From an optimization exercise on the open Yosys and OpenROAD flow, aimed at small area, a short achievable clock period and few clock cycles per item; shortcuts taken in it are not production practice. Where RTL was checked, it was by simulation tests only, not by an equivalence proof against the original. Power and IR drop assume default switching activity.

// qpsk_mimo_modulator
module qpsk_mimo_modulator #(
    parameter int R_W = 16,
    parameter int Y_W = 20
) (
    input  logic              i_clk,
    input  logic              i_reset_n,
    input  logic              i_r_load,
    input  logic [20*R_W-1:0] i_r,
    input  logic              i_bit_vld,
    input  logic              i_bit,
    output logic              o_bit_rdy,
    output logic              o_vld,
    input  logic              i_rdy,
    output logic [8*Y_W-1:0]  o_y_hat,
    output logic              o_busy
);
For scale: ~570 flip-flops, about 490 I/O pins, roughly 21000 um2 of cells after synthesis.
clock: 12.0 ns
lec_check: 0
cap_margin: 50
core_margin: 2
core_utilization: 60
cts_buf_list: sky130_fd_sc_hd__clkbuf_16
cts_cluster_diameter: 100
cts_cluster_size: 25
slew_margin: 60
standard.sh (not shown) runs the stock make flow with config.mk's settings and CLKGATE_MAP_FILE= SYNTH_SCRIPT=/design/flow/synth_recipe.tcl, a recipe that flattens the netlist after the stock synthesis.
==> flow/flow/run.sh <==
#!/bin/bash
# Standard ORFS layout (the standard.sh) with two changes to how it is built:
#  - ports are buffered with buf_1 cells instead of the resizer's default pick
#  - timing repair aims for 8.4 ns of setup slack beyond the SDC's (the SDC is unchanged)
export BUFFER_PORTS_ARGS="-buffer_cell sky130_fd_sc_hd__buf_1"
export SETUP_SLACK_MARGIN=8.4
bash standard.sh > standard.log 2>&1
Rerun with:
--- a/flow/design.v
+++ b/flow/design.v
@@ -16,65 +16,63 @@
 );
     logic [9:0][15:0] ra, rb;
     logic [2:0]       p;           
     logic [2:0]       cnt;         
     logic [6:0]       col;         
     logic [7:0]       x;           
     logic             xv;          
     logic             win;         
     logic             fin;         
     logic             vld;
-    logic             rdy_n;       
+    logic             rdy;
     logic             busy;
-    logic             p0_n;        
-    logic             p0;
+    logic             p0;          
     logic       p7, act, acc, acc8, wr_lo;
     logic [7:3] wr_d;
     logic       xv_n, win_n, vld_n;
     logic [2:0] p_n, cnt_n;
-    assign p0    = ~p0_n;
     assign p7    = (p == 3'd7);
     assign act   = (p0 & xv) | win;
-    assign acc   = i_bit_vld & ~rdy_n;
+    assign acc   = i_bit_vld & rdy;
     assign acc8  = acc & (cnt == 3'd7);
     assign wr_lo = win & (p == 3'd2) & ~vld;
     always_comb
         for (int d = 3; d < 8; d++) wr_d[d] = win & (p == 3'(d));
     assign p_n   = i_r_load ? 3'd0 : p + 3'd1;
     assign cnt_n = acc ? cnt + 3'd1 : cnt;
     assign xv_n  = acc8 | (xv & ~(win & p7));
     assign win_n = act & ~p7 & ~((p == 3'd2) & vld);
     assign vld_n = fin | (vld & ~i_rdy);
-    assign o_bit_rdy = ~rdy_n;
+    assign o_bit_rdy = rdy;
     assign o_vld     = vld;
     assign o_busy    = busy;
     always_ff @(posedge i_clk or negedge i_reset_n) begin
         if (!i_reset_n) begin
             p    <= '0;
-            p0_n <= 1'b0;
+            p0   <= 1'b1;
             cnt  <= '0;
             xv   <= 1'b0;
             win  <= 1'b0;
             fin  <= 1'b0;
             vld  <= 1'b0;
-            rdy_n <= 1'b0;
+            rdy  <= 1'b1;
             busy <= 1'b0;
         end else begin
             p    <= p_n;
-            p0_n <= (p_n != 3'd0);
+            p0   <= (p_n == 3'd0);
             cnt  <= cnt_n;
             xv   <= xv_n;
             win  <= win_n;
             fin  <= win & p7;
             vld  <= vld_n;
             busy <= xv_n | (win & p7) | vld_n;
-            rdy_n <= ~((cnt_n != 3'd7) | ~xv_n | (win_n & (p_n == 3'd7)));
+            rdy  <= (cnt_n != 3'd7) | ~xv_n | (win_n & (p_n == 3'd7));
         end
     end
     always_ff @(posedge i_clk)
         x <= acc8 ? ({i_bit, col} ^ {8{~p_n[0]}}) : ~x;
     always_ff @(posedge i_clk) begin
         if (i_r_load) begin
             for (int k = 0; k < 10; k++) begin
                 ra[k] <= ~(i_r[32*k +: 16] ^ 16'h8000);
                 rb[k] <= ~(i_r[32*k+16 +: 16] ^ 16'h8000);
             end
=> The changed run produced a clean layout; clock power went up by about 0.6%; total power went up by 2.7%; sequential power barely changes; sequential cell count stays the same; fmax goes up by 0.71%; count of clock-buffer cells in the layout does not change; cell area barely changes; utilization shrinks by 1.4 points; final cell count stays flat; via count came out lower by 1.1%.
Testbench counts after the change, summed over its fixed seeds: cycles 4,448, items 512.
Only the layout flow was run in the first run of this note; the RTL was not checked for function there.

-- re-timing with driven ports --
Ports are ideal in the flow. The routed layouts listed here were re-timed in OpenROAD.
Step 1, drivers: a clkbuf_16 drives i_clk and a buf_2 each remaining input, both assumed.
Step 2 moves the port delays by t, midway between the first and last clock arrival at a register: inputs arrive t later, outputs are due t later. That takes back most of the time a late clock gives input paths.
a / b / c = ideal / step 1 / step 2; a / b = the first two.
run | t, ns | setup WS [ns] | hold slack, ns | worst setup path after step 2 | latest minus earliest clock arrival (ns)
the first run | 0.613 | 8.361 / 8.309 / 7.833 | 0.345 / 0.345 / 0.345 | input to register | 0.029 / 0.028
the second run | 0.613 | 8.387 / 8.331 / 7.900 | 0.345 / 0.345 / 0.345 | input to register | 0.029 / 0.029
After both steps setup and hold are still met in every run listed. The setup slack of the first run, which loses most, moves by -0.052 ns with the drivers and by -0.528 ns with both steps.
